Background: an optimization exercise with open tools, aiming at a short achievable clock period and few clock cycles per item. Do not read the settings as production practice.
Only simulation tests tie the RTL to the original design; equivalence was not proved.
Power and IR drop assume default switching activity.

==> constraint.sdc <==
create_clock -name core_clock -period 8.0 [get_ports {clk}]
set_input_delay 1.6000 -clock core_clock [delete_from_list [all_inputs] [get_ports {clk}]]
set_output_delay 1.6000 -clock core_clock [all_outputs]
set_load 0.01 [all_outputs]
==> flow/run.sh <==
#!/bin/bash
set -euo pipefail
export SETUP_SLACK_MARGIN=6.5
bash standard.sh > standard.log 2>&1
==> design.v <==
`timescale 1ns/100ps
module lc3Mux16
(
    input  logic        sel,
    input  logic [15:0] a,
    input  logic [15:0] b,
    output logic [15:0] y
);
    assign y = sel ? b : a;
endmodule
module lc3MuxN
#(
    parameter int W = 7
)(
    input  logic         sel,
    input  logic [W-1:0] a,
    input  logic [W-1:0] b,
    output logic [W-1:0] y
);
    assign y = sel ? b : a;
endmodule
module lc3AddKs
#(
    parameter int W   = 16,
    parameter bit CIN = 1'b0
)(
    input  logic [W-1:0] a,
    input  logic [W-1:0] b,
    output logic [W-1:0] s,
    output logic         cout
);
    localparam int L = (W > 8) ? 4 : (W > 4) ? 3 : (W > 2) ? 2 : 1;
    logic [W-1:0] p0, g [0:L], p [0:L];
    assign p0 = a ^ b;
    always_comb
    begin
        g[0] = a & b;
        p[0] = p0;
        g[0][0] = (a[0] & b[0]) | (p0[0] & CIN);  
        for (int l = 0; l < L; l++)
        begin
            for (int i = 0; i < W; i++)
            begin
                if (i >= (1 << l))
                begin
                    g[l+1][i] = g[l][i] | (p[l][i] & g[l][i - (1 << l)]);
                    p[l+1][i] = p[l][i] & p[l][i - (1 << l)];
                end
                else
                begin
                    g[l+1][i] = g[l][i];
                    p[l+1][i] = p[l][i];
                end
            end
        end
        s    = p0 ^ {g[L][W-2:0], CIN};
        cout = g[L][W-1];
    end
endmodule
module lc3SumZero
(
    input  logic [15:0] a,
    input  logic [15:0] b,
    output logic        z
);
    assign z = &(~(a ^ b ^ {a[14:0] | b[14:0], 1'b0}));
endmodule
module lc3Mux1
(
    input  logic sel,
    input  logic a,
    input  logic b,
    output logic y
);
    assign y = sel ? b : a;
endmodule
module lc3BrCond
(
    input  logic        oAdd,      
    input  logic        sumN,
    input  logic        sumZ,
    input  logic        otherN,
    input  logic        otherZ,
    input  logic        weE,       
    input  logic [2:0]  nzpR,      
    input  logic [3:0]  fOp,       
    input  logic [2:0]  fMask,
    input  logic        block,     
    input  logic        memCyc,
    input  logic        ldCyc,
    input  logic [15:0] ldData,
    input  logic        oBr,       
    input  logic [2:0]  irMask,
    input  logic        stHit,     
    output logic [2:0]  nzpNext,   
    output logic        mTaken,    
    output logic        takeM,     
    output logic        take       
);
    logic       n, z, pre, tR, tOther, tZ, tM, t1, t0;
    logic [2:0] nzpE, nzpLd, nzpMem;
    assign n = oAdd ? sumN : otherN;
    assign z = oAdd ? sumZ : otherZ;
    assign nzpE   = weE ? {n, z, !n && !z} : nzpR;
    assign nzpLd  = ldData[15] ? 3'b100 : (ldData == 16'h0000) ? 3'b010 : 3'b001;
    assign nzpMem = ldCyc ? nzpLd : nzpR;
    assign nzpNext = memCyc ? nzpMem : nzpE;
    assign mTaken = oBr && |(irMask & nzpMem);
    assign pre    = !block && fOp == 4'b0000;
    assign tR     = |(fMask & nzpR);
    assign tOther = otherN ? fMask[2] : otherZ ? fMask[1] : fMask[0];
    assign tZ     = sumZ ? fMask[1] : fMask[0];
    assign takeM  = memCyc && mTaken && !stHit;
    assign t1 = !memCyc && pre && (weE ? (oAdd ? fMask[2] : tOther) : tR);
    assign t0 = !memCyc && pre && (weE ? (oAdd ? tZ : tOther) : tR);
    lc3Mux1 takeMux (.sel(sumN), .a(t0), .b(t1), .y(take));
endmodule
`timescale 1ns/100ps
module lc3Core
#(
    parameter logic [15:0] resetPc = 16'h3000
)(
    input  logic         clk,
    input  logic         reset,
    input  logic [15:0]  memRData,
    output logic [15:0]  memAddr,
    output logic [15:0]  memWData,
    output logic         memWe,
    output logic [15:0]  pc,
    output logic         retire,
    output logic [127:0] regView,
    output logic [2:0]   nzp
);
    logic        started;    
    logic [15:0] addrR;      
    logic [15:0] addrOut;    
    logic        weR;        
    logic [15:0] wdR;        
    logic        memCyc;     
    logic        ldCyc;      
    logic [2:0]  ldDr;       
    logic [15:0] memNextPc;  
    logic [15:0] ir;         
    logic        irValid;
    logic [15:0] irAddr;
    logic [15:0] irPc1;      
    logic [15:0] pcRel;      
    logic        irTaken;    
    logic [15:0] opA;        
    logic [15:0] opB;        
    logic [15:0] opS;        
    logic        useB;       
    logic        oOff6;      
    logic        oAdd, oAnd, oNot, oBr, oJmp, oPcMem, oStore, oLoad, oWb;
    logic [7:0][15:0] regs;
    logic [7:0][15:0] regOut;
    logic [2:0]  nzpR;
    logic [2:0]  nzpOut;
    logic [15:0] pcR;
    logic        retireR;
    assign memAddr  = addrOut;
    assign memWData = wdR;
    assign memWe    = weR;
    assign pc       = pcR;
    assign retire   = retireR;
    assign regView  = regOut;
    assign nzp      = nzpOut;
    logic        exec, execMem, redirect, weE, stHit;
    logic [15:0] sum, other, result, ea;
    logic        sumZero, otherZero, sumCout;
    assign exec     = irValid && !memCyc;
    assign execMem  = exec && (oLoad || oStore);
    assign redirect = exec && oJmp;
    assign weE      = exec && oWb;
    lc3AddKs #(.W(16), .CIN(1'b0)) addSum (.a(opA), .b(opB), .s(sum), .cout(sumCout));
    lc3SumZero sumZero0 (.a(opA), .b(opB), .z(sumZero));
    always_comb
    begin
        other = pcRel;  
        if (oAnd)
            other = opA & opB;
        else if (oNot)
            other = ~opA;
    end
    assign otherZero = other == 16'h0000;
    lc3Mux16 resMux (.sel(oAdd), .a(other), .b(sum), .y(result));
    assign stHit = weR && irValid && (addrR == irAddr);
    logic [3:0]  fOp;
    logic [2:0]  fS1, fS2, fSd;
    logic        fImm, fOff6;
    logic [15:0] fPc1, fPcRel;
    logic [2:0]  nzpNext;
    logic        take, takeM, mTaken;
    assign fOp   = memRData[15:12];
    assign fS1   = memRData[8:6];
    assign fS2   = memRData[2:0];
    assign fSd   = memRData[11:9];
    assign fOff6 = fOp == 4'b0110 || fOp == 4'b0111;
    assign fImm  = memRData[5];
    assign fPc1 = addrR + 16'd1;
    logic [6:0] hiM, hiP;
    logic       c9;
    assign hiM = addrR[15:9] - 7'd1;
    assign hiP = addrR[15:9] + 7'd1;
    lc3AddKs #(.W(9), .CIN(1'b1)) addPcRel (.a(addrR[8:0]), .b(memRData[8:0]), .s(fPcRel[8:0]), .cout(c9));
    logic [6:0] hiC0, hiC1;
    assign hiC0 = memRData[8] ? hiM : addrR[15:9];
    assign hiC1 = memRData[8] ? addrR[15:9] : hiP;
    lc3MuxN #(.W(7)) hiMux (.sel(c9), .a(hiC0), .b(hiC1), .y(fPcRel[15:9]));
    lc3BrCond brCond (
        .oAdd    (oAdd),
        .sumN    (sum[15]),
        .sumZ    (sumZero),
        .otherN  (other[15]),
        .otherZ  (otherZero),
        .weE     (weE),
        .nzpR    (nzpR),
        .fOp     (fOp),
        .fMask   (fSd),
        .block   (execMem || redirect || !started),
        .memCyc  (memCyc),
        .ldCyc   (ldCyc),
        .ldData  (memRData),
        .oBr     (oBr),
        .irMask  (ir[11:9]),
        .stHit   (stHit),
        .nzpNext (nzpNext),
        .mTaken  (mTaken),
        .takeM   (takeM),
        .take    (take)
    );
    logic [15:0] addrA0, addrA1, addrA2, addrNext;
    always_comb
    begin
        if (!started)
            addrA0 = addrR;
        else if (memCyc)
            addrA0 = stHit ? irAddr : irPc1;
        else
            addrA0 = redirect ? opA : fPc1;
    end
    lc3Mux16 eaMux   (.sel(oPcMem),  .a(sum),    .b(pcRel),  .y(ea));
    lc3Mux16 addrMx1 (.sel(execMem), .a(addrA0), .b(ea),     .y(addrA1));
    lc3Mux16 addrMx2 (.sel(takeM),   .a(addrA1), .b(pcRel),  .y(addrA2));
    lc3Mux16 addrMx3 (.sel(take),    .a(addrA2), .b(fPcRel), .y(addrNext));
    logic [7:0][15:0] regsHold, regsNext;
    always_comb
    begin
        for (int i = 0; i < 8; i++)
            regsHold[i] = (memCyc && ldCyc && ldDr == 3'(i)) ? memRData : regs[i];
    end
    for (genvar i = 0; i < 8; i++)
    begin : gWr
        lc3Mux16 wrMux (.sel(weE && ir[11:9] == 3'(i)), .a(regsHold[i]), .b(result), .y(regsNext[i]));
    end
    logic [2:0] nzpRNext;
    assign nzpRNext = nzpNext;
    logic [15:0] preA, preB, preS, opANext, opBNext, opSNext;
    logic        bypA, bypB, bypS;
    always_comb
    begin
        if (memCyc)
        begin
            preA = (ldCyc && ldDr == ir[8:6]) ? memRData : regs[ir[8:6]];
            if (!useB)
                preB = oOff6 ? {{10{ir[5]}}, ir[5:0]} : {{11{ir[4]}}, ir[4:0]};
            else
                preB = (ldCyc && ldDr == ir[2:0]) ? memRData : regs[ir[2:0]];
            preS = (ldCyc && ldDr == ir[11:9]) ? memRData : regs[ir[11:9]];
        end
        else
        begin
            preA = regs[fS1];
            if (fOff6)
                preB = {{10{memRData[5]}}, memRData[5:0]};
            else if (fImm)
                preB = {{11{memRData[4]}}, memRData[4:0]};
            else
                preB = regs[fS2];
            preS = regs[fSd];
        end
    end
    assign bypA = !memCyc && weE && ir[11:9] == fS1;
    assign bypB = !memCyc && weE && !fOff6 && !fImm && ir[11:9] == fS2;
    assign bypS = !memCyc && weE && ir[11:9] == fSd;
    lc3Mux16 bypMxA (.sel(bypA), .a(preA), .b(result), .y(opANext));
    lc3Mux16 bypMxB (.sel(bypB), .a(preB), .b(result), .y(opBNext));
    lc3Mux16 bypMxS (.sel(bypS), .a(preS), .b(result), .y(opSNext));
    always_ff @(posedge clk or posedge reset)
    begin
        if (reset)
        begin
            started <= 1'b0;
            addrR   <= resetPc;
            weR     <= 1'b0;
            memCyc  <= 1'b0;
            ldCyc   <= 1'b0;
            irValid <= 1'b0;
            retireR <= 1'b0;
            regs    <= '0;
            nzpR    <= 3'b000;
        end
        else
        begin
            started <= 1'b1;
            addrR   <= addrNext;
            regs    <= regsNext;
            nzpR    <= nzpRNext;
            memCyc  <= execMem;
            weR     <= execMem && oStore;
            ldCyc   <= execMem && oLoad;
            retireR <= memCyc || (exec && !(oLoad || oStore));
            if (!started)
                irValid <= 1'b0;
            else if (memCyc)
            begin
                if (stHit)
                    irValid <= 1'b0;
            end
            else
                irValid <= !redirect;
        end
    end
    always_ff @(posedge clk)
    begin
        addrOut <= addrNext;
        regOut  <= regsNext;
        nzpOut  <= nzpRNext;
        opA     <= opANext;
        opB     <= opBNext;
        opS     <= opSNext;
        if (memCyc)
            pcR <= memNextPc;
        else if (exec && !(oLoad || oStore))
            pcR <= redirect ? opA : (oBr && irTaken) ? pcRel : irPc1;
        if (memCyc)
            irTaken <= mTaken;
        else
        begin
            irTaken <= take;   
            ir      <= memRData;
            irAddr  <= addrR;
            irPc1   <= fPc1;
            pcRel   <= fPcRel;
            oAdd    <= fOp == 4'b0001;
            oAnd    <= fOp == 4'b0101;
            oNot    <= fOp == 4'b1001;
            oWb     <= fOp == 4'b0001 || fOp == 4'b0101 || fOp == 4'b1001 || fOp == 4'b1110;
            oBr     <= fOp == 4'b0000;
            oJmp    <= fOp == 4'b1100;
            oPcMem  <= fOp == 4'b0010 || fOp == 4'b0011;
            oStore  <= fOp == 4'b0011 || fOp == 4'b0111;
            oLoad   <= fOp == 4'b0010 || fOp == 4'b0110;
            useB    <= !fOff6 && !fImm;
            oOff6   <= fOff6;
        end
        if (execMem)
        begin
            wdR       <= opS;
            ldDr      <= ir[11:9];
            memNextPc <= irPc1;
        end
    end
endmodule
==> config.mk <==
export PLATFORM = sky130hd
export DESIGN_NAME = lc3Core
export DESIGN_NICKNAME = lc3Core
export VERILOG_FILES = /design/flow/design.v
export SDC_FILE = /design/flow/constraint.sdc
export NUM_CORES = 4
export LEC_CHECK = 0
export ABC_CLOCK_PERIOD_IN_PS = 1000
export CAP_MARGIN = 20
export CORE_MARGIN = 2
export CORE_UTILIZATION = 40
export SLEW_MARGIN = 20
export SYNTH_HIERARCHICAL = 1
==> standard.sh <==
#!/bin/bash
# synth_recipe.tcl (not shown) runs the flow's synth.tcl, then flattens the netlist and writes it again
# the make line also repeats each setting of config.mk as NAME=value (left out here)
make -C /OpenROAD-flow-scripts/flow DESIGN_CONFIG=/design/flow/config.mk WORK_HOME=/design/flow/orfs CLKGATE_MAP_FILE= SYNTH_SCRIPT=/design/flow/synth_recipe.tcl "${@:-finish}"
==> flow_summary.ini, run 1 <==
[outcome]
status = complete, no violations

[floorplan]
start_util = 0.4022
rows = 98
die_w_um = 271.4
core_area_um2 = 71120
die-area_um2 = 73660
die_h_um = 271.4
design.portCount = 199

[timing]
post-route-period-util = 0.4346
rsz0062_at_grt = true
fin_tns_setup_ps = 0
max_freq_mhz = 287.6
maxSlewViolCount = 0
layout_setup_ws_ps = 4523
relSlewSlack = 0.2532
hold_viol_final = 0
finalCriticalPeriod_ps = 3477
worst_pin_slew_ps = 1113
setup_viol = 0
final.setup_skew_ps = 45.53

[critical_path]
start_kind = flip-flop
r2r_slack_ps = 4520
critPathKind = flip-flop to flip-flop
worstSetupEndpoint = addrR[4]$_DFF_PP0_
critPathLaunch = oNot$_DFFE_PN_
worst_ep_required_time_ps = 8500
timing.rr.start = oNot$_DFFE_PN_
reg2reg_depth = 13
end_kind = flip-flop
critical_path_peak_fanout = 17
worstPathArrival_ps = 3980
timing.rr.end = addrR[4]$_DFF_PP0_

[routing]
wl_per_cell_um = 32.23
drt-met1-wl_mm = 42.41
drt-initial-drc-count = 2391
dr.pass1.iters = 7
route.final.wire_length_mm = 117.5
vias = 23030
vias_per_cell = 6.314
ant_nets = 0
maxUsedRoutingLayer = met5
drc = 0
wl_met3_mm = 12.19
wl_met2_mm = 53.04

[power]
power.switching_w = 0.006915
p_comb_frac = 0.552
pwr-share-clk = 0.143
p_leak_nw = 16.23
p_int_w = 0.01027
powerDensity_nw_per_um2 = 433.7
switching_share = 0.4024
ir_drop_uv = 222.8
power_frac_seq = 0.306

[cts]
clk_pin_slew_ps = 70
clk_latency_ps = 640
cts_sinks = 471
cts_root_buffer = clkbuf_16
cts_tree = done
clockBufferDepth = 3
htree_levels = 2
cts_buffers = 51

[final_layout]
fill_cells = 5609
syn2layout_area_growth_pct = 38.51
fin_util = 0.5571
postLayoutCellArea_um2 = 39620
drive_above_1_share = 0.5946
nets = 2716

[global_routing]
grt_pass1_vias = 22950
track_usage = 0.3015
grt_max_degree = 45
grt_pass1_wl_mm = 162.6
overflow = 0
grt_antenna_before_repair = 3

[placement]
dp_slack_ps = 2702
placed_cell_area_um2 = 31880
hpwl_mm = 63.86
place_congestion = 0.8892
port_buffers = 198

[logic_synthesis]
syn_inst = 2255
syn_area_per_cell_um2 = 12.68
synth_warnings = 13
netlist_area_um2 = 28600
synth_nets = 2318

[flow_run]
maxCapViolations = 0

[min_path]
hold_path_depth = 0
hp-class = flip-flop to flip-flop
## worst min-delay path by stage
stage	start	endpoint	slack (ps)
5_1_grt	opS[8]$_DFF_P_	wdR[8]$_DFFE_PP_	410
4_1_cts	opS[8]$_DFF_P_	wdR[8]$_DFFE_PP_	400
3_3_place_gp	opS[4]$_DFF_P_	wdR[4]$_DFFE_PP_	390
6_report	opS[10]$_DFF_P_	wdR[10]$_DFFE_PP_	400
2_1_floorplan	opS[0]$_DFF_P_	wdR[0]$_DFFE_PP_	390
3_5_place_dp	opS[8]$_DFF_P_	wdR[8]$_DFFE_PP_	390
## cells in the final DEF (no fill, tap or decap), types with 61 or more instances in the layout
cell type	count
buf_4	126
dfrtp_1	135
buf_12	81
mux4_2	192
o21ai_0	63
mux2_4	326
clkbuf_16	63
edfxtp_1	122
buf_6	196
dfxtp_2	160
nand2_1	155
mux2_2	82
mux2i_1	92
inv_1	61
## worst max-delay path, cell delays in order, from the launching register on
cell	delay [ps]
edfxtp_1	410
buf_12	180
buf_4	140
mux2i_1	170
o21ai_1	140
nor4_2	350
and4_4	290
mux2_4	310
mux2_2	270
o21ai_2	150
a21oi_2	120
mux2_4	320
buf_4	180
mux2_4	310
## sequential cells by signal, summed over array words and instances, names as in the netlist, 3 cells and up
| name | cells |
|---|---|
| pcR | 16 |
| ldDr | 3 |
| nzpR | 3 |
| ir | 12 |
| regOut | 128 |
| nzpOut | 3 |
| wdR | 16 |
| opA | 16 |
| irAddr | 16 |
| opS | 16 |
| addrR | 16 |
| pcRel | 16 |
| irPc1 | 16 |
| addrOut | 16 |
| opB | 16 |
| regs | 128 |
| memNextPc | 16 |
## final cells by class
type,instances,area (µm²),share of cell area
flip-flops and latches,471,11680,0.2949
repair buffers,522,6988,0.1764
well taps,950,1189,0.03000
diodes,1,2.502,0.00006316
clock inverters,21,176.4,0.004453
inverters,74,329.1,0.008306
multi-input cells,1531,17690,0.4464
clock buffers,75,1550,0.03913
repair inverters,2,16.27,0.0004105
## layer usage
layer	GRT usage	up-vias
met3	0.07112	523
met1	0.3698	11540
li1	-	9362
met5	0	-
met4	0.1995	4
met2	0.4753	1598
## stage by stage
stage,hold WS (ps),total power (W),cells
6_report,402.9,0.01718,3647
5_1_grt,409.4,0.01779,3647
4_1_cts,403.6,0.01629,3555
3_5_place_dp,388.7,0.01279,3259
3_3_place_gp,389.7,0.01264,3259
2_1_floorplan,385.5,0.01001,2255
## power by group through the flow
stage	Sequential, W	Combinational (W)	Clock [W]
2_1_floorplan	0.00470	0.00531	0
3_3_place_gp	0.00518	0.00746	0
3_5_place_dp	0.00523	0.00756	0
4_1_cts	0.00519	0.00862	0.00248
5_1_grt	0.00534	0.00988	0.00257
6_report	0.00525	0.00948	0.00245
## what timing repair did
item                                    in CTS  in global routing
endpoints found under the setup margin     871                691
resized for setup                         1345                205
setup buffers                              147                 80
hold buffers                                 0                  0
gates cloned                                53                 10
pin swaps                                   69                 48
Testbench counts, summed over its fixed seeds: cycles 43,484, instructions 32,000.
==> run 2: changes to the inputs <==
==> run.sh (new file) <==
#!/bin/bash
# synth_recipe.tcl (not shown) runs the flow's synth.tcl, then flattens the netlist and writes it again
# the make line also repeats each setting of config.mk as NAME=value (left out here)
make -C /OpenROAD-flow-scripts/flow DESIGN_CONFIG=/design/flow/config.mk WORK_HOME=/design/flow/orfs CLKGATE_MAP_FILE= SYNTH_SCRIPT=/design/flow/synth_recipe.tcl finish
--- a/config.mk
+++ b/config.mk
@@ -10,4 +10,5 @@
 export CORE_MARGIN = 2
 export CORE_UTILIZATION = 40
+export SETUP_SLACK_MARGIN = 5
 export SLEW_MARGIN = 20
 export SYNTH_HIERARCHICAL = 1
removed: flow/run.sh
removed: standard.sh
==> run 2 against run 1 <==
Net effect:
- synthesized area did not move
- register-to-register slack better by 50 ps
- hold slack gained 3.8 ps
- first-iteration DRC count shrank 25%
- cell count is 6.3% lower
- setup slack improved by 48 ps
- total power decreased by 12%
- largest cell class unchanged
- clock power grew 7%
- core utilization shrank 7.8 points
==> flow_summary.ini, run 2 <==
[routing]
drc = 0
vias_per_cell = 6.003
dr.pass1.iters = 7
ant_nets = 0
wl_per_cell_um = 28.47
vias = 20510
drt-initial-drc-count = 1803
route.final.wire_length_mm = 97.26

[floorplan]
die-area_um2 = 73660
start_util = 0.4022
rows = 98
core_area_um2 = 71120
die_h_um = 271.4
die_w_um = 271.4
design.portCount = 199

[power]
power_frac_seq = 0.326
p_int_w = 0.009085
powerDensity_nw_per_um2 = 444.0
p_comb_frac = 0.500
power.switching_w = 0.006036
pwr-share-clk = 0.174
switching_share = 0.3992
p_leak_nw = 14.06
ir_drop_uv = 246.8

[logic_synthesis]
netlist_area_um2 = 28600
syn_inst = 2255
synth_nets = 2318
synth_warnings = 13
syn_area_per_cell_um2 = 12.68

[critical_path]
worstPathArrival_ps = 3910
path_delay_family = multiplexers
worst-path-buf-inv = 2
end_kind = flip-flop
path_common_cell = mux2_4
critical_path_peak_fanout = 10
critPathKind = flip-flop to flip-flop
worstPathCellList = buf_12, mux2i_2, o21ai_2, nor4_2, and4_4, mux2_4, mux2_2, o21ai_4, a21oi_4, mux2_4, buf_12, mux2_4
r2r_slack_ps = 4570
start_kind = flip-flop
crit_slowest_cell = nor4_2
worst_ep_required_time_ps = 8480
crit_path_max_incr_delay_ps = 440

[placement]
placed_cell_area_um2 = 31190
dp_slack_ps = 2651
place_congestion = 0.9211
port_buffers = 198
hpwl_mm = 61.08

[timing]
fin_tns_setup_ps = 0
relSlewSlack = 0.3581
worst_pin_slew_ps = 962.9
maxSlewViolCount = 0
rsz0062_at_grt = true
finalCriticalPeriod_ps = 3429
hold_viol_final = 0
holdWs_ps = 406.7
layout_setup_ws_ps = 4571
max_freq_mhz = 291.6
setup_viol = 0
post-route-period-util = 0.4286
final.setup_skew_ps = 35.79

[cts]
clk_pin_slew_ps = 70
cts_root_buffer = clkbuf_16
cts_tree = done
clk_latency_ps = 630
htree_levels = 2
clockBufferDepth = 3
cts_buffers = 52
cts_sinks = 471

[outcome]
status = complete, no violations

[final_layout]
seq_area_um2 = 11450
postLayoutCellArea_um2 = 34050
drive_above_1_share = 0.3663
multiInputGateArea_um2 = 16190
layout_commonest_cell = mux2_2
fill_cells = 6303
largestRegisters = regOut x128, regs x128
nets = 2485
layout_common_cells = mux2_2 (221), mux4_2 (192), mux2_4 (186)
syn2layout_area_growth_pct = 19.05

[global_routing]
grt_pass1_vias = 20810
overflow = 0
grt_antenna_before_repair = 1
grt_max_degree = 87
grt_pass1_wl_mm = 143.5
track_usage = 0.2604

[min_path]
hp-class = flip-flop to flip-flop

[flow_run]
maxCapViolations = 0
[run 2: routing by layer]
metal / share of wire / track usage / wire length [µm]
met4: 0.047 / 0.1154 / 4533
met2: 0.46 / 0.4149 / 45200
met3: 0.082 / 0.04785 / 7975
met1: 0.41 / 0.3466 / 39550
met5: 0 / 0 / 0
[run 2: final timing paths]
kind / depth (start not counted) / end / startpoint
worst max-delay path: 12 / addrOut[13]$_DFF_P_ / oNot$_DFFE_PN_
worst min-delay path: 0 / wdR[0]$_DFFE_PP_ / opS[0]$_DFF_P_
max in group asynchronous: 3 / memCyc$_DFF_PP0_ / reset
worst max register to register: 12 / addrOut[13]$_DFF_P_ / oNot$_DFFE_PN_
min in group asynchronous: 2 / regs[9]$_DFF_PP0_ / reset
worst min register to register: 0 / wdR[0]$_DFFE_PP_ / opS[0]$_DFF_P_
[run 2: timing repair]
item / 4_1_cts / 5_1_grt
endpoints found under the setup margin: 567 / 160
setup buffers: 31 / 5
hold buffers: 0 / 0
cloned: 12 / 2
pin swaps: 14 / 17
gates resized for setup: 296 / 51
[run 2: final cells by class]
cell class / count / share of cell area
multi-input cells: 1524 / 0.4755
flip-flops and latches: 471 / 0.3362
repair buffers: 299 / 0.08995
clock buffers: 68 / 0.04328
well taps: 950 / 0.03491
clock inverters: 29 / 0.01165
inverters: 74 / 0.008377
diodes: 1 / 0.00007349
[run 2: per-stage QoR]
step | util | std cells | power (W)
after floorplan | - | 2255 | 0.009707
after global placement | 0.4383 | 3267 | 0.01228
after detailed placement | 0.4386 | 3268 | 0.01240
after CTS | 0.4750 | 3408 | 0.01496
after global routing | 0.4788 | 3415 | 0.01588
final | 0.4788 | 3416 | 0.01512
[run 2: power groups by stage]
stage / combinational [W] / clock [W] / sequential [W]
floorplan: 0.00510 / 0 / 0.00461
global placement: 0.00736 / 0 / 0.00492
detailed placement: 0.00743 / 0 / 0.00496
CTS: 0.00740 / 0.00266 / 0.00490
global route: 0.00805 / 0.00275 / 0.00508
finish: 0.00756 / 0.00263 / 0.00494
==> run 3: changes to the inputs <==
--- a/design.v
+++ b/design.v
@@ -98,5 +98,5 @@
     output logic        take       
 );
-    logic       n, z, pre, tR, tOther, tZ, tM, t1, t0;
+    logic       n, z, pre, tR, tOther, tN, tZ, tP, tZP;
     logic [2:0] nzpE, nzpLd, nzpMem;
     assign n = oAdd ? sumN : otherN;
@@ -107,12 +107,13 @@
     assign nzpNext = memCyc ? nzpMem : nzpE;
     assign mTaken = oBr && |(irMask & nzpMem);
-    assign pre    = !block && fOp == 4'b0000;
+    assign takeM  = memCyc && mTaken && !stHit;
+    assign pre    = !block && !memCyc && fOp == 4'b0000;
     assign tR     = |(fMask & nzpR);
     assign tOther = otherN ? fMask[2] : otherZ ? fMask[1] : fMask[0];
-    assign tZ     = sumZ ? fMask[1] : fMask[0];
-    assign takeM  = memCyc && mTaken && !stHit;
-    assign t1 = !memCyc && pre && (weE ? (oAdd ? fMask[2] : tOther) : tR);
-    assign t0 = !memCyc && pre && (weE ? (oAdd ? tZ : tOther) : tR);
-    lc3Mux1 takeMux (.sel(sumN), .a(t0), .b(t1), .y(take));
+    assign tN = pre && (!weE ? tR : oAdd ? fMask[2] : tOther);
+    assign tZ = pre && (!weE ? tR : oAdd ? fMask[1] : tOther);
+    assign tP = pre && (!weE ? tR : oAdd ? fMask[0] : tOther);
+    lc3Mux1 takeMuxZ (.sel(sumZ), .a(tP), .b(tZ), .y(tZP));
+    lc3Mux1 takeMuxN (.sel(sumN), .a(tZP), .b(tN), .y(take));
 endmodule
 `timescale 1ns/100ps
@@ -146,4 +147,5 @@
     logic [15:0] irPc1;      
     logic [15:0] pcRel;      
+    logic        pcRelZ;     
     logic        irTaken;    
     logic [15:0] opA;        
@@ -183,5 +185,9 @@
             other = ~opA;
     end
-    assign otherZero = other == 16'h0000;
+    logic [15:0] andV;
+    logic        otherN;
+    assign andV      = opA & opB;
+    assign otherZero = oAnd ? andV == 16'h0000 : oNot ? opA == 16'hffff : pcRelZ;
+    assign otherN    = oAnd ? andV[15] : oNot ? !opA[15] : pcRel[15];
     lc3Mux16 resMux (.sel(oAdd), .a(other), .b(sum), .y(result));
     assign stHit = weR && irValid && (addrR == irAddr);
@@ -198,4 +204,9 @@
     assign fOff6 = fOp == 4'b0110 || fOp == 4'b0111;
     assign fImm  = memRData[5];
+    logic [3:0] dOp;
+    logic       dImm, dOff6;
+    assign dOp   = memCyc ? ir[15:12] : fOp;
+    assign dImm  = memCyc ? ir[5] : fImm;
+    assign dOff6 = dOp == 4'b0110 || dOp == 4'b0111;
     assign fPc1 = addrR + 16'd1;
     logic [6:0] hiM, hiP;
@@ -212,5 +223,5 @@
         .sumN    (sum[15]),
         .sumZ    (sumZero),
-        .otherN  (other[15]),
+        .otherN  (otherN),
         .otherZ  (otherZero),
         .weE     (weE),
@@ -338,21 +349,22 @@
         else
         begin
-            irTaken <= take;   
+            irTaken <= take;
             ir      <= memRData;
             irAddr  <= addrR;
             irPc1   <= fPc1;
             pcRel   <= fPcRel;
-            oAdd    <= fOp == 4'b0001;
-            oAnd    <= fOp == 4'b0101;
-            oNot    <= fOp == 4'b1001;
-            oWb     <= fOp == 4'b0001 || fOp == 4'b0101 || fOp == 4'b1001 || fOp == 4'b1110;
-            oBr     <= fOp == 4'b0000;
-            oJmp    <= fOp == 4'b1100;
-            oPcMem  <= fOp == 4'b0010 || fOp == 4'b0011;
-            oStore  <= fOp == 4'b0011 || fOp == 4'b0111;
-            oLoad   <= fOp == 4'b0010 || fOp == 4'b0110;
-            useB    <= !fOff6 && !fImm;
-            oOff6   <= fOff6;
+            pcRelZ  <= {{7{memRData[8]}}, memRData[8:0]} == ~addrR;
         end
+        oAdd    <= dOp == 4'b0001;
+        oAnd    <= dOp == 4'b0101;
+        oNot    <= dOp == 4'b1001;
+        oWb     <= dOp == 4'b0001 || dOp == 4'b0101 || dOp == 4'b1001 || dOp == 4'b1110;
+        oBr     <= dOp == 4'b0000;
+        oJmp    <= dOp == 4'b1100;
+        oPcMem  <= dOp == 4'b0010 || dOp == 4'b0011;
+        oStore  <= dOp == 4'b0011 || dOp == 4'b0111;
+        oLoad   <= dOp == 4'b0010 || dOp == 4'b0110;
+        useB    <= !dOff6 && !dImm;
+        oOff6   <= dOff6;
         if (execMem)
         begin
==> run 3 against run 2 <==
Net effect:
- sequential share of layout area fell by 0.89 points
- combinational power shrank 26%
- hold slack got worse by 3.8 ps
- non-clock buffer count up 48
- critical path type is now primary input to flip-flop
==> flow_summary.ini, run 3 <==
[floorplan]
start_util = 0.4018
core_area_um2 = 72590
die_h_um = 274.0
die_w_um = 274.0
rows = 99
design.portCount = 199
die-area_um2 = 75100

[final_layout]
layout_commonest_cell = mux2_2
multiInputGateArea_um2 = 16720
antenna_cells = 0
nets = 2570
layout_common_cells = mux2_2 (231), mux4_2 (192), mux2_4 (183), dfxtp_1 (183), dlygate4sd2_1 (181)
seq_area_um2 = 11540
drive_above_1_share = 0.3877
fill_cells = 6399
syn2layout_area_growth_pct = 20.81
largestRegisters = regOut x128, regs x128

[timing]
max_freq_mhz = 309.6
finalCriticalPeriod_ps = 3230
final.setup_skew_ps = 44.13
setup_viol = 0
worst_pin_slew_ps = 1164
maxSlewViolCount = 0
rsz0062_at_grt = true
relSlewSlack = 0.2232
fin_tns_setup_ps = 0
hold_viol_final = 0
post-route-period-util = 0.4037

[cts]
clk_pin_slew_ps = 70
cts_sinks = 476
cts_buffers = 52
htree_levels = 2
cts_hold_buffers = 0
cts_tree = done
clockBufferDepth = 3
clk_latency_ps = 640
cts_root_buffer = clkbuf_16

[min_path]
hp-class = flip-flop to flip-flop
hold_path_depth = 0
hold-path-endpoint = wdR[12]$_DFFE_PP_
hold_path.startpoint = opS[12]$_DFF_P_

[global_routing]
overflow = 0
track_usage = 0.2747
grt_pass1_vias = 22150
grt_max_degree = 154
grt_pass1_wl_mm = 152.2
grt_antenna_before_repair = 3

[critical_path]
critPathKind = primary input to flip-flop
start_kind = primary input
critical_path_peak_fanout = 8
end_kind = flip-flop
worst_ep_required_time_ps = 8490
reg2reg_depth = 7
worstPathArrival_ps = 3720
r2r_slack_ps = 4840
timing.rr.start = addrR[7]$_DFF_PP0_
timing.rr.end = addrR[14]$_DFF_PP0_

[routing]
wl_per_cell_um = 29.74
vias = 21570
drc = 0
wl_met3_mm = 9.056
route.final.wire_length_mm = 104.4
vias_per_cell = 6.144
drt-initial-drc-count = 2244
ant_nets = 0
maxUsedRoutingLayer = met5
dr.pass1.iters = 8
drt-met1-wl_mm = 41.39
wl_met2_mm = 48.52

[power]
ir_drop_uv = 203.7
fin_total_pwr_w = 0.01278
powerDensity_nw_per_um2 = 362.7
p_leak_nw = 14.55

[logic_synthesis]
syn_inst = 2299
netlist_area_um2 = 29170
synth_nets = 2362
syn_area_per_cell_um2 = 12.69
synth_warnings = 13

[placement]
place_congestion = 0.9009
hpwl_mm = 63.91
port_buffers = 198

[flow_run]
maxCapViolations = 0

[outcome]
status = complete, no violations
## run 3: critical path: stages
cell       delay [ps]
buf_12            110
buf_16            120
nor4_4            280
nand4_1           210
mux2_4            370
a21oi_4           230
clkbuf_16         230
mux2_4            300
mux2_4            270
## run 3: how the worst max path moves through the flow
stage / endpoint / start / slack [ps] / cells after the start
floorplan: addrR[0]$_DFF_PP0_ / reset / 4470 / 1
global placement: addrR[9]$_DFF_PP0_ / memRData[4] / 3170 / 8
detailed placement: addrR[11]$_DFF_PP0_ / memRData[4] / 3130 / 8
CTS: addrR[11]$_DFF_PP0_ / memRData[1] / 4830 / 9
global route: addrR[7]$_DFF_PP0_ / memRData[6] / 4770 / 9
finish: addrR[10]$_DFF_PP0_ / memRData[9] / 4770 / 9
## run 3: area by class of cell
| type | count | share of cell area |
|---|---|---|
| repair buffers | 347 | 0.1065 |
| inverters | 69 | 0.007563 |
| clock buffers | 64 | 0.04087 |
| clock inverters | 34 | 0.009267 |
| flip-flops and latches | 476 | 0.3274 |
| multi-input cells | 1561 | 0.4744 |
| well taps | 959 | 0.03405 |
## run 3: stage by stage
step           std cells  cell area [µm²]    util  setup slack (ps)  hold slack (ps)
6_report            3510            35240  0.4855              4770            402.9
5_1_grt             3510            35240  0.4855              4769            412.8
4_1_cts             3490            34930  0.4813              4826            396.7
3_5_place_dp        3318            31650  0.4360              3133            392.1
3_3_place_gp        3317            31640  0.4359              3173            392.0
2_1_floorplan       2299            29530       -              4471            385.5
## run 3: timing repair
action / in CTS / in global routing
cloned: 21 / 0
setup buffers: 53 / 20
pin swaps: 23 / 20
endpoints found under the setup margin: 521 / 140
gates resized for setup: 385 / 33
## run 3: metal layers
metal	track usage	vias up
met3	0.05981	280
met1	0.3547	10880
met2	0.4404	1257
li1	-	9148
met4	0.1277	2
met5	0	-
## run 3: report_power, final
part,switching (W),total [W],internal (W)
registers,0.00122,0.00474,0.00352
clock network,0.00110,0.00248,0.00137
logic,0.00256,0.00556,0.00300
total,0.00488,0.0128,0.00790
Testbench counts of run 3, summed over its fixed seeds: cycles 43,484, instructions 32,000.
==> run 4: changes to the inputs <==
--- a/design.v
+++ b/design.v
@@ -98,5 +98,5 @@
     output logic        take       
 );
-    logic       n, z, pre, tR, tOther, tN, tZ, tP, tZP;
+    logic       n, z, pre, tR, tOther, tN, tZ, tP, tZP, ldZ, tMz, tMnz;
     logic [2:0] nzpE, nzpLd, nzpMem;
     assign n = oAdd ? sumN : otherN;
@@ -107,5 +107,8 @@
     assign nzpNext = memCyc ? nzpMem : nzpE;
     assign mTaken = oBr && |(irMask & nzpMem);
-    assign takeM  = memCyc && mTaken && !stHit;
+    assign ldZ  = ldData == 16'h0000;
+    assign tMz  = memCyc && !stHit && oBr && (ldCyc ? irMask[1] : |(irMask & nzpR));
+    assign tMnz = memCyc && !stHit && oBr && (ldCyc ? (ldData[15] ? irMask[2] : irMask[0]) : |(irMask & nzpR));
+    lc3Mux1 takeMuxM (.sel(ldZ), .a(tMnz), .b(tMz), .y(takeM));
     assign pre    = !block && !memCyc && fOp == 4'b0000;
     assign tR     = |(fMask & nzpR);
@@ -367,10 +370,7 @@
         useB    <= !dOff6 && !dImm;
         oOff6   <= dOff6;
-        if (execMem)
-        begin
-            wdR       <= opS;
-            ldDr      <= ir[11:9];
-            memNextPc <= irPc1;
-        end
+        wdR       <= opS;
+        ldDr      <= ir[11:9];
+        memNextPc <= irPc1;
     end
 endmodule
==> flow/run.sh (new file) <==
#!/bin/bash
set -euo pipefail
export SETUP_SLACK_MARGIN=6
bash standard.sh > standard.log 2>&1
==> standard.sh (new file) <==
#!/bin/bash
# synth_recipe.tcl (not shown) runs the flow's synth.tcl, then flattens the netlist and writes it again
# the make line also repeats each setting of config.mk as NAME=value (left out here)
make -C /OpenROAD-flow-scripts/flow DESIGN_CONFIG=/design/flow/config.mk WORK_HOME=/design/flow/orfs CLKGATE_MAP_FILE= SYNTH_SCRIPT=/design/flow/synth_recipe.tcl "${@:-finish}"
--- a/config.mk
+++ b/config.mk
@@ -10,5 +10,4 @@
 export CORE_MARGIN = 2
 export CORE_UTILIZATION = 40
-export SETUP_SLACK_MARGIN = 5
 export SLEW_MARGIN = 20
 export SYNTH_HIERARCHICAL = 1
removed: run.sh
==> run 4 against run 3 <==
Net effect:
- setup slack gained 61 ps
- clock skew shrank 12 ps
- synthesized area shrank 1.7%
- critical path depth grew 9
- combinational power grew about 20%
- non-clock buffer count grew 130
- critical endpoint is now nzpR[1]$_DFF_PP0_
- flip-flop and latch count is the same
- final area grew 9.6%
- cell count grew 3.3%
- largest power group unchanged
- first-iteration DRC count grew 29%
- largest cell class unchanged
- via count grew 6.2%
- total power grew 11%
==> flow_summary.ini, run 4 <==
[outcome]
status = complete, no violations

[placement]
port_buffers = 198
place_congestion = 0.8944
place_inst = 3283
hpwl_mm = 62.49

[logic_synthesis]
synth_nets = 2342
netlist_area_um2 = 28680
syn_inst = 2279
syn_area_per_cell_um2 = 12.58
synth_warnings = 13

[final_layout]
multiInputGateArea_um2 = 18070
layout_commonest_cell = mux2_4
layout_common_cells = mux2_4 (318), mux4_2 (192), buf_6 (166)
nets = 2692
largestRegisters = regOut x128, regs x128
drive_above_1_share = 0.5724
fill_cells = 5685
syn2layout_area_growth_pct = 34.69
stdcell_count = 3625
seq_area_um2 = 11370

[cts]
htree_levels = 2
cts_sinks = 476
cts_root_buffer = clkbuf_16
clockBufferDepth = 3
clk_pin_slew_ps = 60
clk_latency_ps = 640
cts_tree = done
cts_buffers = 52

[routing]
route.final.wire_length_mm = 114.4
drt-initial-drc-count = 2899
ant_nets = 0
vias = 22900
wl_per_cell_um = 31.56
dr.pass1.iters = 6
drc = 0
vias_per_cell = 6.316

[timing]
finalCriticalPeriod_ps = 3169
relSlewSlack = 0.2307
hold_viol_final = 0
max_freq_mhz = 315.6
worst_pin_slew_ps = 1150
maxSlewViolCount = 0
rsz0062_at_grt = true
final.setup_skew_ps = 32.01
setup_viol = 0
fin_tns_setup_ps = 0
post-route-period-util = 0.3961

[power]
ir_drop_uv = 210.3
p_leak_nw = 15.84
powerDensity_nw_per_um2 = 366.0

[global_routing]
grt_pass1_wl_mm = 162.5
grt_antenna_before_repair = 4
grt_pass1_vias = 22750
overflow = 0
track_usage = 0.2992
grt_max_degree = 78

[critical_path]
end_kind = flip-flop
worst_ep_required_time_ps = 8460
r2r_slack_ps = 4830
worstPathArrival_ps = 3630
critical_path_peak_fanout = 4
start_kind = flip-flop
critPathKind = flip-flop to flip-flop

[floorplan]
start_util = 0.4025
die_w_um = 271.8
die-area_um2 = 73850
core_area_um2 = 71240
die_h_um = 271.8
design.portCount = 199
rows = 98

[min_path]
hp-class = flip-flop to flip-flop

[flow_run]
maxCapViolations = 0
[run 4: worst max-delay path, cell delays in order, from the launching register on]
cell and delay, ps:
dfxtp_2 440, a22o_1 170, a221oi_2 30, and3_1 170, nand4_1 110, o21ai_2 80
buf_4 140, buf_4 120, buf_4 120, buf_4 120, buf_4 120, buf_4 120
buf_4 120, buf_4 120, buf_4 120, buf_4 120, mux2i_1 350, o21ai_0 180
o21bai_1 260
[run 4: per-layer routing]
layer  GRT usage  share of wire
met1      0.3866           0.38
met3     0.07970           0.11
met2      0.4513           0.44
met5           0        0.00023
met4      0.1752          0.072
[run 4: cell type report]
cell class | count | share of cell area
diodes | 2 | 0.0001296
repair buffers | 477 | 0.1525
well taps | 950 | 0.03077
clock inverters | 28 | 0.008066
clock buffers | 70 | 0.03916
inverters | 67 | 0.007191
flip-flops and latches | 476 | 0.2944
multi-input cells | 1555 | 0.4678
[run 4: final timing paths]
check / startpoint / end / depth (start not counted)
max in group asynchronous: reset / addrR[10]$_DFF_PP0_ / 3
min in group asynchronous: reset / regs[57]$_DFF_PP0_ / 3
hold / removal: opS[2]$_DFF_P_ / wdR[2]$_DFF_P_ / 0
hold reg to reg: opS[2]$_DFF_P_ / wdR[2]$_DFF_P_ / 0
setup reg to reg: opB[7]$_DFF_P_ / nzpR[1]$_DFF_PP0_ / 18
setup / recovery: opB[7]$_DFF_P_ / nzpR[1]$_DFF_PP0_ / 18
[run 4: where the power goes]
part | leakage, nW | switching, W | total, W | internal, W
sequential | 4.85 | 0.00131 | 0.00492 | 0.00361
clock | 0.902 | 0.00108 | 0.00255 | 0.00147
combinational | 10.1 | 0.00292 | 0.00666 | 0.00374
total | 15.8 | 0.00532 | 0.0141 | 0.00882
[run 4: timing repair]
action	4_1_cts	5_1_grt
endpoints found under the setup margin	798	629
cloned	44	5
hold buffers	0	0
pin swaps	52	48
gates resized for setup	1366	227
setup buffers	152	41
[run 4: through the flow]
| step | setup WS (ps) | total power, W | util | hold slack (ps) | area [µm²] |
|---|---|---|---|---|---|
| floorplan | 4471 | 0.008223 | - | 309.6 | 29890 |
| detailed placement | 3154 | 0.01036 | 0.4452 | 313.6 | 31720 |
| CTS | 4910 | 0.01351 | 0.5235 | 325.4 | 37290 |
| global placement | 3209 | 0.01026 | 0.4451 | 318.5 | 31710 |
| global route | 4779 | 0.01466 | 0.5421 | 322.8 | 38620 |
| finish | 4831 | 0.01414 | 0.5422 | 324.6 | 38630 |
Testbench counts of run 4, summed over its fixed seeds: cycles 43,484, instructions 32,000.
==> run 5: changes to the inputs <==
==> run.sh (new file) <==
#!/bin/bash
# synth_recipe.tcl (not shown) runs the flow's synth.tcl, then flattens the netlist and writes it again
# the make line also repeats each setting of config.mk as NAME=value (left out here)
make -C /OpenROAD-flow-scripts/flow DESIGN_CONFIG=/design/flow/config.mk WORK_HOME=/design/flow/orfs CLKGATE_MAP_FILE= SYNTH_SCRIPT=/design/flow/synth_recipe.tcl finish
--- a/config.mk
+++ b/config.mk
@@ -10,4 +10,5 @@
 export CORE_MARGIN = 2
 export CORE_UTILIZATION = 40
+export SETUP_SLACK_MARGIN = 5
 export SLEW_MARGIN = 20
 export SYNTH_HIERARCHICAL = 1
removed: flow/run.sh
removed: standard.sh
==> run 5 against run 4 <==
Net effect:
- setup slack improved by 89 ps
- count of clock-buffer cells in the layout decreased by 5
- die area did not move
- register-to-register slack gained 90 ps
- synthesized area unchanged
- critical endpoint is now addrR[15]$_DFF_PP0_
==> flow_summary.ini, run 5 <==
[timing]
holdWs_ps = 325.3
relSlewSlack = 0.2712
finalCriticalPeriod_ps = 3080
final.setup_skew_ps = 37.63
maxSlewViolCount = 0
rsz0062_at_grt = true
fin_tns_setup_ps = 0
worst_pin_slew_ps = 1089
layout_setup_ws_ps = 4920
post-route-period-util = 0.3850
max_freq_mhz = 324.7
setup_viol = 0
hold_viol_final = 0

[flow_run]
maxCapViolations = 0

[cts]
cts_hold_buffers = 0
htree_levels = 2
cts_root_buffer = clkbuf_16
clk_latency_ps = 630
cts_tree = done
clk_pin_slew_ps = 60
clockBufferDepth = 3
cts_sinks = 476
cts_buffers = 52

[power]
fin_total_pwr_w = 0.01298
ir_drop_uv = 211.7
powerDensity_nw_per_um2 = 376.1
power_frac_seq = 0.368
switching_share = 0.3770
pwr-share-clk = 0.199
p_leak_nw = 14.31
power.switching_w = 0.004893
p_int_w = 0.008084
p_comb_frac = 0.434

[critical_path]
critical_path_peak_fanout = 5
worstPathArrival_ps = 3580
end_kind = flip-flop
worstSetupEndpoint = addrR[15]$_DFF_PP0_
critPathLaunch = opA[10]$_DFF_P_
timing.rr.end = addrR[15]$_DFF_PP0_
critPathKind = flip-flop to flip-flop
worst_ep_required_time_ps = 8500
reg2reg_depth = 10
r2r_slack_ps = 4920
timing.rr.start = opA[10]$_DFF_P_
start_kind = flip-flop

[floorplan]
die_h_um = 271.8
design.portCount = 199
core_area_um2 = 71240
die-area_um2 = 73850
rows = 98
start_util = 0.4025
die_w_um = 271.8

[logic_synthesis]
synth_nets = 2342
netlist_area_um2 = 28680
synth_warnings = 13
syn_area_per_cell_um2 = 12.58
syn_inst = 2279

[global_routing]
grt_pass1_wl_mm = 148.0
use_met3 = 0.05113
grtUsageMet1 = 0.3577
grt_max_degree = 154
grtUsageMet2 = 0.4221
grt_pass1_vias = 21720
track_usage = 0.2680
overflow = 0
grt_antenna_before_repair = 3
busiest_layer = met2

[routing]
route.final.wire_length_mm = 100.1
vias = 21200
wl_per_cell_um = 28.90
vias_per_cell = 6.124
drc = 0
dr.pass1.iters = 5
drt-initial-drc-count = 2300
ant_nets = 0

[final_layout]
fin_util = 0.4844
layout_commonest_cell = mux2_2
fill_cells = 6260
multiInputGateArea_um2 = 16670
largestRegisters = regOut x128, regs x128
seq_area_um2 = 11200
syn2layout_area_growth_pct = 20.32
nets = 2530
drive_above_1_share = 0.3871
layout_common_cells = mux2_2 (238), dfxtp_1 (215), mux4_2 (192)

[min_path]
hp-class = flip-flop to flip-flop

[placement]
place_congestion = 0.9400
dp_slack_ps = 3128
hpwl_mm = 60.82
port_buffers = 198

[outcome]
status = complete, no violations
[run 5: how the worst min path moves through the flow]
stage,startpoint,to,slack [ps],cells after the start
6_report,opS[1]$_DFF_P_,wdR[1]$_DFF_P_,330,0
5_1_grt,opS[1]$_DFF_P_,wdR[1]$_DFF_P_,340,0
4_1_cts,opS[1]$_DFF_P_,wdR[1]$_DFF_P_,330,0
3_5_place_dp,opS[0]$_DFF_P_,wdR[0]$_DFF_P_,310,0
3_3_place_gp,opS[1]$_DFF_P_,wdR[1]$_DFF_P_,310,0
2_1_floorplan,opS[0]$_DFF_P_,wdR[0]$_DFF_P_,310,0
[run 5: what timing repair did]
action,4_1_cts,5_1_grt
gates resized for setup,383,23
buffers inserted,60,2
setup endpoints to repair,511,93
pin swaps,26,7
gates cloned,20,0
[run 5: layout make-up]
| class | count | area share |
|---|---|---|
| clock buffer | 65 | 0.04279 |
| timing repair buffer | 321 | 0.09667 |
| multi-input combinational | 1549 | 0.4830 |
| tap | 950 | 0.03445 |
| sequential | 476 | 0.3246 |
| inverter | 67 | 0.007579 |
| antenna | 1 | 0.00007252 |
| clock inverter | 33 | 0.01084 |
[run 5: layer usage]
layer / routed length [µm] / vias to the layer above
met4: 5142 / 0
met3: 8724 / 255
li1: - / 9011
met1: 40330 / 10750
met5: 0 / -
met2: 45870 / 1182
[run 5: power groups by stage]
stage	Combinational [W]	Sequential, W	Clock, W
floorplan	0.00369	0.00434	0
global placement	0.00535	0.00473	0
detailed placement	0.00541	0.00477	0
CTS	0.00552	0.00472	0.00262
global route	0.00599	0.00487	0.00271
finish	0.00563	0.00477	0.00258
[run 5: critical path, cell delays in order, from the launching register on]
cell      delay (ps)
dfxtp_4          380
ha_1             370
a21oi_1          190
o21ai_0          160
a311oi_2         330
o31ai_4          160
xor2_4           210
mux2_2           320
mux2_2           290
mux2_2           270
mux2_4           270
[run 5: per-stage QoR]
stage	instances	instance area [µm²]
floorplan	2279	28950
global placement	3281	31090
detailed placement	3281	31100
CTS	3459	34390
global route	3461	34500
finish	3462	34510
==> run 6: changes to the inputs <==
--- a/design.v
+++ b/design.v
@@ -20,4 +20,30 @@
     assign y = sel ? b : a;
 endmodule
+module lc3AndOr3
+(
+    input  logic        s0,
+    input  logic [15:0] d0,
+    input  logic        s1,
+    input  logic [15:0] d1,
+    input  logic        s2,
+    input  logic [15:0] d2,
+    output logic [15:0] y
+);
+    assign y = ({16{s0}} & d0) | ({16{s1}} & d1) | ({16{s2}} & d2);
+endmodule
+module lc3AndOr4
+(
+    input  logic        s0,
+    input  logic [15:0] d0,
+    input  logic        s1,
+    input  logic [15:0] d1,
+    input  logic        s2,
+    input  logic [15:0] d2,
+    input  logic        s3,
+    input  logic [15:0] d3,
+    output logic [15:0] y
+);
+    assign y = ({16{s0}} & d0) | ({16{s1}} & d1) | ({16{s2}} & d2) | ({16{s3}} & d3);
+endmodule
 module lc3AddKs
 #(
@@ -80,6 +106,12 @@
     input  logic        sumN,
     input  logic        sumZ,
-    input  logic        otherN,
-    input  logic        otherZ,
+    input  logic        oAnd,      
+    input  logic        oNot,
+    input  logic        andN,
+    input  logic        andZ,
+    input  logic        notN,
+    input  logic        notZ,
+    input  logic        leaN,
+    input  logic        leaZ,
     input  logic        weE,       
     input  logic [2:0]  nzpR,      
@@ -98,5 +130,7 @@
     output logic        take       
 );
-    logic       n, z, pre, tR, tOther, tN, tZ, tP, tZP, ldZ, tMz, tMnz;
+    logic       n, z, otherN, otherZ, pre, tR, tOther, tAnd, tNot, tLea, tN, tZ, tP, tZP, ldZ, tMz, tMnz;
+    assign otherN = oAnd ? andN : oNot ? notN : leaN;
+    assign otherZ = oAnd ? andZ : oNot ? notZ : leaZ;
     logic [2:0] nzpE, nzpLd, nzpMem;
     assign n = oAdd ? sumN : otherN;
@@ -113,5 +147,8 @@
     assign pre    = !block && !memCyc && fOp == 4'b0000;
     assign tR     = |(fMask & nzpR);
-    assign tOther = otherN ? fMask[2] : otherZ ? fMask[1] : fMask[0];
+    assign tAnd   = andN ? fMask[2] : andZ ? fMask[1] : fMask[0];
+    assign tNot   = notN ? fMask[2] : notZ ? fMask[1] : fMask[0];
+    assign tLea   = leaN ? fMask[2] : leaZ ? fMask[1] : fMask[0];
+    assign tOther = oAnd ? tAnd : oNot ? tNot : tLea;
     assign tN = pre && (!weE ? tR : oAdd ? fMask[2] : tOther);
     assign tZ = pre && (!weE ? tR : oAdd ? fMask[1] : tOther);
@@ -158,4 +195,5 @@
     logic        oOff6;      
     logic        oAdd, oAnd, oNot, oBr, oJmp, oPcMem, oStore, oLoad, oWb;
+    logic        kAnd, kNot;   
     logic [7:0][15:0] regs;
     logic [7:0][15:0] regOut;
@@ -172,6 +210,6 @@
     assign nzp      = nzpOut;
     logic        exec, execMem, redirect, weE, stHit;
-    logic [15:0] sum, other, result, ea;
-    logic        sumZero, otherZero, sumCout;
+    logic [15:0] sum, other, result;
+    logic        sumZero, sumCout;
     assign exec     = irValid && !memCyc;
     assign execMem  = exec && (oLoad || oStore);
@@ -189,8 +227,8 @@
     end
     logic [15:0] andV;
-    logic        otherN;
-    assign andV      = opA & opB;
-    assign otherZero = oAnd ? andV == 16'h0000 : oNot ? opA == 16'hffff : pcRelZ;
-    assign otherN    = oAnd ? andV[15] : oNot ? !opA[15] : pcRel[15];
+    logic        andZ, notZ;
+    assign andV = opA & opB;
+    assign andZ = andV == 16'h0000;
+    assign notZ = opA == 16'hffff;
     lc3Mux16 resMux (.sel(oAdd), .a(other), .b(sum), .y(result));
     assign stHit = weR && irValid && (addrR == irAddr);
@@ -226,6 +264,12 @@
         .sumN    (sum[15]),
         .sumZ    (sumZero),
-        .otherN  (otherN),
-        .otherZ  (otherZero),
+        .oAnd    (kAnd),
+        .oNot    (kNot),
+        .andN    (andV[15]),
+        .andZ    (andZ),
+        .notN    (!opA[15]),
+        .notZ    (notZ),
+        .leaN    (pcRel[15]),
+        .leaZ    (pcRelZ),
         .weE     (weE),
         .nzpR    (nzpR),
@@ -245,4 +289,6 @@
     );
     logic [15:0] addrA0, addrA1, addrA2, addrNext;
+    logic seqNext;
+    assign seqNext = started && !memCyc && !redirect && !execMem;
     always_comb
     begin
@@ -252,8 +298,10 @@
             addrA0 = stHit ? irAddr : irPc1;
         else
-            addrA0 = redirect ? opA : fPc1;
+            addrA0 = opA;
     end
-    lc3Mux16 eaMux   (.sel(oPcMem),  .a(sum),    .b(pcRel),  .y(ea));
-    lc3Mux16 addrMx1 (.sel(execMem), .a(addrA0), .b(ea),     .y(addrA1));
+    lc3AndOr4 addrMx1 (.s0(execMem && oPcMem), .d0(pcRel),
+                       .s1(execMem && !oPcMem), .d1(sum),
+                       .s2(seqNext), .d2(fPc1),
+                       .s3(!execMem && !seqNext), .d3(addrA0), .y(addrA1));
     lc3Mux16 addrMx2 (.sel(takeM),   .a(addrA1), .b(pcRel),  .y(addrA2));
     lc3Mux16 addrMx3 (.sel(take),    .a(addrA2), .b(fPcRel), .y(addrNext));
@@ -362,4 +410,6 @@
         oAnd    <= dOp == 4'b0101;
         oNot    <= dOp == 4'b1001;
+        kAnd    <= dOp == 4'b0101 || dOp == 4'b0001;
+        kNot    <= dOp == 4'b1001 || dOp == 4'b0001;
         oWb     <= dOp == 4'b0001 || dOp == 4'b0101 || dOp == 4'b1001 || dOp == 4'b1110;
         oBr     <= dOp == 4'b0000;
--- a/config.mk
+++ b/config.mk
@@ -9,5 +9,6 @@
 export CAP_MARGIN = 20
 export CORE_MARGIN = 2
-export CORE_UTILIZATION = 40
+export CORE_UTILIZATION = 60
+export PLACE_DENSITY = 0.75
 export SETUP_SLACK_MARGIN = 5
 export SLEW_MARGIN = 20
==> run 6 against run 5 <==
Net effect:
- total power fell by 1.2%
- clock power fell by 2%
- sequential power barely moved
- hold slack barely moved
- via count rose by 5.5%
- non-clock buffer count fell by 21
- combinational power fell by 2%
- synthesized cell count rose by 6.6%
- setup slack got worse by 50 ps
- cell count fell by 6.5%
- critical endpoint is now addrR[6]$_DFF_PP0_
==> flow_summary.ini, run 6 <==
[critical_path]
worstPathArrival_ps = 3610
r2r_slack_ps = 4870
end_kind = flip-flop
critical_path_peak_fanout = 8
worst-path-buf-inv = 2
worstPathCellList = inv_1, ha_1, xnor2_1, nor4_2, nand4_1, nor4_4, buf_4, mux2_4, mux2_4, mux2_4
path_delay_family = multiplexers
reg2reg_depth = 10
critPathKind = flip-flop to flip-flop
start_kind = flip-flop
timing.rr.start = opB[11]$_DFF_P_
worst_ep_required_time_ps = 8480
path_common_cell = mux2_4
crit_slowest_cell = dfxtp_1
timing.rr.end = addrR[6]$_DFF_PP0_
crit_path_max_incr_delay_ps = 500

[timing]
hold_viol_final = 0
max_freq_mhz = 319.6
layout_setup_ws_ps = 4871
relSlewSlack = 0.2492
finalCriticalPeriod_ps = 3129
worst_pin_slew_ps = 1123
final.setup_skew_ps = 26.79
setup_viol = 0
post-route-period-util = 0.3912
maxSlewViolCount = 0
rsz0062_at_grt = true
fin_tns_setup_ps = 0

[placement]
port_buffers = 198
dp_slack_ps = 3341
hpwl_mm = 59.88
place_congestion = 0.9656

[global_routing]
grt_max_degree = 86
grt_pass1_vias = 22950
grt_pass1_wl_mm = 142.7
track_usage = 0.3807
grt_antenna_before_repair = 0
overflow = 0

[outcome]
status = complete, no violations

[logic_synthesis]
synth_nets = 2493
syn_inst = 2430
syn_area_per_cell_um2 = 11.95
netlist_area_um2 = 29040
synth_warnings = 13

[cts]
cts_sinks = 478
cts_buffers = 51
htree_levels = 2
clk_pin_slew_ps = 60
cts_root_buffer = clkbuf_16
cts_hold_buffers = 0
cts_tree = done
clk_latency_ps = 610
clockBufferDepth = 3

[power]
powerDensity_nw_per_um2 = 379.0
p_leak_nw = 14.33
fin_total_pwr_w = 0.01282
ir_drop_uv = 309.4

[floorplan]
die-area_um2 = 50180
rows = 80
start_util = 0.6083
die_h_um = 224.0
core_area_um2 = 47750
design.portCount = 199
die_w_um = 224.0

[final_layout]
nets = 2643
antenna_cells = 0
fill_cells = 3328
drive_above_1_share = 0.3446
layout_common_cells = nand2_1 (232), dfxtp_1 (221), mux2_2 (202)
layout_commonest_cell = nand2_1
largestRegisters = regOut x128, regs x128
syn2layout_area_growth_pct = 16.47

[routing]
drc = 0
vias = 22370
drt-initial-drc-count = 3169
route.final.wire_length_mm = 95.72
wl_per_cell_um = 29.56
ant_nets = 0
vias_per_cell = 6.909
dr.pass1.iters = 5

[min_path]
hold_path_depth = 0
hp-class = flip-flop to flip-flop
hold-path-endpoint = wdR[9]$_DFF_P_
hold_path.startpoint = opS[9]$_DFF_P_

[flow_run]
maxCapViolations = 0
run 6: through the flow:
step	util	cell area, µm²	hold slack, ps	std cells
6_report	0.7084	33820	325.4	3238
5_1_grt	0.7084	33820	330.3	3238
4_1_cts	0.7055	33680	327.9	3233
3_5_place_dp	0.6482	30950	314.3	3089
3_3_place_gp	0.6481	30940	313.1	3088
2_1_floorplan	-	29350	309.6	2430
run 6: cell type report:
cell class              count  area, µm²  area share
flip-flops and latches    478      11200      0.3311
clock buffers              74       1518     0.04487
inverters                  78      305.3    0.009026
clock inverters            22      274.0    0.008101
well taps                 615      769.5     0.02275
multi-input cells        1671      16770      0.4959
repair buffers            300       2988     0.08833
run 6: worst reg2reg max path, delay by kind of cell, from the launching register on:
kind	cells	cell delay (ps)
buffers and inverters	2	290
xor gates and xnor gates	1	140
and+or+nand+nor	3	740
adders and majority gates	1	300
DFF	1	500
muxes	3	1050
run 6: worst max-delay path by stage:
| stage | depth (start not counted) | slack, ps | end | start |
|---|---|---|---|---|
| 2_1_floorplan | 1 | 4470 | addrR[0]$_DFF_PP0_ | reset |
| 3_3_place_gp | 8 | 3390 | addrR[10]$_DFF_PP0_ | memRData[4] |
| 3_5_place_dp | 8 | 3340 | addrR[11]$_DFF_PP0_ | memRData[4] |
| 4_1_cts | 9 | 4960 | addrR[4]$_DFF_PP0_ | memRData[10] |
| 5_1_grt | 11 | 4840 | addrR[15]$_DFF_PP0_ | opB[8]$_DFF_P_ |
| 6_report | 10 | 4870 | addrR[6]$_DFF_PP0_ | opB[11]$_DFF_P_ |
run 6: timing repair:
item | CTS | global route
hold endpoints to repair | 0 | 0
buffers inserted | 33 | 5
pin swaps | 22 | 11
gates resized for setup | 343 | 26
cloned | 15 | 0
setup endpoints to repair | 496 | 172
run 6: power breakdown:
group	switching, W	internal [W]
sequential	0.00120	0.00357
combinational	0.00265	0.00288
clock	0.00103	0.00149
total	0.00488	0.00794
run 6: routing by layer:
| metal | GRT usage | up-vias | share of wire |
|---|---|---|---|
| met3 | 0.09221 | 473 | 0.12 |
| met2 | 0.5841 | 1710 | 0.45 |
| met1 | 0.4791 | 10850 | 0.36 |
| met5 | 0 | - | 0 |
| li1 | - | 9339 | - |
| met4 | 0.2598 | 0 | 0.078 |
Testbench counts of run 6, summed over its fixed seeds: cycles 43,484, instructions 32,000.
==> run 7: changes to the inputs <==
--- a/config.mk
+++ b/config.mk
@@ -9,6 +9,5 @@
 export CAP_MARGIN = 20
 export CORE_MARGIN = 2
-export CORE_UTILIZATION = 60
-export PLACE_DENSITY = 0.75
+export CORE_UTILIZATION = 40
 export SETUP_SLACK_MARGIN = 5
 export SLEW_MARGIN = 20
==> run 7 against run 6 <==
Net effect:
- count of clock-buffer cells in the layout shrank 5
- still clean
- critical endpoint is now addrR[10]$_DFF_PP0_
- sequential share of layout area shrank 1.0 points
- highest routed layer unchanged
- largest power group unchanged
- routed wire length grew 6.6%
- total power grew 2.2%
==> flow_summary.ini, run 7 <==
[routing]
dr.pass1.iters = 8
ant_nets = 0
drt-initial-drc-count = 1909
vias_per_cell = 6.124
vias = 22160
route.final.wire_length_mm = 102.0
wl_per_cell_um = 28.20
drc = 0

[timing]
max_freq_mhz = 327.2
worst_pin_slew_ps = 1042
hold_viol_final = 0
layout_setup_ws_ps = 4943
finalCriticalPeriod_ps = 3057
fin_tns_setup_ps = 0
post-route-period-util = 0.3821
maxSlewViolCount = 0
setup_viol = 0
rsz0062_at_grt = true
final.setup_skew_ps = 33.17
relSlewSlack = 0.3034

[global_routing]
grt_max_degree = 87
overflow = 0
grt_pass1_wl_mm = 150.8
track_usage = 0.2693
grt_antenna_before_repair = 0
grt_pass1_vias = 22380

[final_layout]
drive_above_1_share = 0.3650
postLayoutCellArea_um2 = 34970
layout_commonest_cell = nand2_1
layout_common_cells = nand2_1 (232), dfxtp_1 (219), mux2_2 (201)
syn2layout_area_growth_pct = 20.42
nets = 2685
largestRegisters = regOut x128, regs x128

[power]
p_leak_nw = 14.65
powerDensity_nw_per_um2 = 374.5
ir_drop_uv = 214.6

[logic_synthesis]
synth_warnings = 13
syn_area_per_cell_um2 = 11.95
synth_nets = 2493
netlist_area_um2 = 29040
syn_inst = 2430

[critical_path]
timing.rr.start = opA[3]$_DFF_P_
critPathKind = primary input to flip-flop
reg2reg_depth = 8
start_kind = primary input
worst_ep_required_time_ps = 8490
timing.rr.end = addrR[8]$_DFF_PP0_
r2r_slack_ps = 4970
end_kind = flip-flop
critPathLaunch = memRData[8]
critical_path_peak_fanout = 8
worstPathArrival_ps = 3550
worstSetupEndpoint = addrR[10]$_DFF_PP0_

[floorplan]
rows = 98
die-area_um2 = 74780
design.portCount = 199
core_area_um2 = 71730
die_w_um = 273.5
die_h_um = 273.5
start_util = 0.4049

[cts]
htree_levels = 2
clockBufferDepth = 3
clk_pin_slew_ps = 60
cts_tree = done
clk_latency_ps = 630
cts_buffers = 52
cts_root_buffer = clkbuf_16
cts_sinks = 478

[placement]
port_buffers = 198
place_congestion = 0.8935
hpwl_mm = 65.01
placed_cell_area_um2 = 31390
dp_slack_ps = 3283

[flow_run]
maxCapViolations = 0

[min_path]
hold_path.startpoint = opS[8]$_DFF_P_
hp-class = flip-flop to flip-flop

[outcome]
status = complete, no violations
## run 7: area by class of cell
cell class                      instances  area (µm²)
Fill cell                            6381       36760
Inverter                               78       305.3
Sequential cell                       478       11220
Multi-Input combinational cell       1671       16910
Timing Repair Buffer                  341        3463
Clock inverter                         29       335.3
Antenna cell                            3       7.507
Tap cell                              950        1189
Clock buffer                           69        1541
## run 7: timing repair
action | CTS | global route
cloned | 17 | 2
setup buffers | 54 | 21
endpoints found under the setup margin | 551 | 161
pin swaps | 25 | 19
hold buffers | 0 | 0
resized for setup | 368 | 53
## run 7: worst min path at each step
stage,cells past startpoint,end
finish,0,wdR[8]$_DFF_P_
global route,0,wdR[1]$_DFF_P_
CTS,0,wdR[12]$_DFF_P_
floorplan,0,wdR[0]$_DFF_P_
global placement,0,wdR[10]$_DFF_P_
detailed placement,0,wdR[12]$_DFF_P_
## run 7: critical path, cell delays in order
cell	delay (ps)
clkbuf_4	180
buf_12	160
nor4_4	260
nand4_1	170
inv_2	160
mux2_4	410
mux2_4	320
mux2_4	270
## run 7: per-layer routing
| metal | vias up | wire length [µm] | global-route usage | share of wire |
|---|---|---|---|---|
| li1 | 9438 | - | - | - |
| met1 | 11250 | 40170 | 0.3433 | 0.39 |
| met2 | 1172 | 48510 | 0.4414 | 0.48 |
| met3 | 307 | 7690 | 0.04658 | 0.075 |
| met4 | 0 | 5675 | 0.1349 | 0.056 |
| met5 | - | 0 | 0 | 0 |
## run 7: stage by stage
stage	util	hold slack [ps]	total power [W]	instances
2_1_floorplan	-	309.6	0.008051	2430
3_3_place_gp	0.4373	315.2	0.01017	3422
3_5_place_dp	0.4375	316.4	0.01028	3423
4_1_cts	0.4810	331.7	0.01291	3592
5_1_grt	0.4875	335.0	0.01372	3616
6_report	0.4876	327.9	0.01310	3619
## run 7: report_power, final
part	switching, W	internal [W]	total, W
Combinational	0.00278	0.00297	0.00575
Sequential	0.00117	0.00358	0.00475
Clock	0.00108	0.00151	0.00259
Total	0.00504	0.00806	0.0131

[separate check: timing with driven ports]
The results above use ideal ports. As a check the final layouts listed here were re-extracted and re-timed, cells and wires unchanged. Step 1 (the two cells are an assumption about what drives the block):
set clk [get_ports {clk}]
set_driving_cell -lib_cell sky130_fd_sc_hd__clkbuf_16 $clk
set_driving_cell -lib_cell sky130_fd_sc_hd__buf_2 [delete_from_list [all_inputs] $clk]
Step 2 also shifts input and output timing later by t, the mid clock arrival at the registers, as if the neighbouring blocks saw the same clock. a / b / c = ideal / step 1 / step 2; a / b = the first two.
run	t, ns	setup WS [ns]	worst setup path at the end
run 1	0.690	4.523 / 4.523 / 4.052	input to register
run 2	0.686	4.571 / 4.571 / 4.018	input to register
run 3	0.686	4.770 / 4.788 / 4.102	input to register
run 4	0.695	4.831 / 4.831 / 4.266	input to register
run 5	0.677	4.920 / 4.920 / 4.285	input to register
run 6	0.663	4.871 / 4.871 / 4.234	input to register
run 7	0.673	4.943 / 4.968 / 4.315	input to register
After both steps every run listed still meets setup and hold. The setup slack of run 3, which loses most, moves by +0.018 ns with the drivers and by -0.668 ns with both steps.
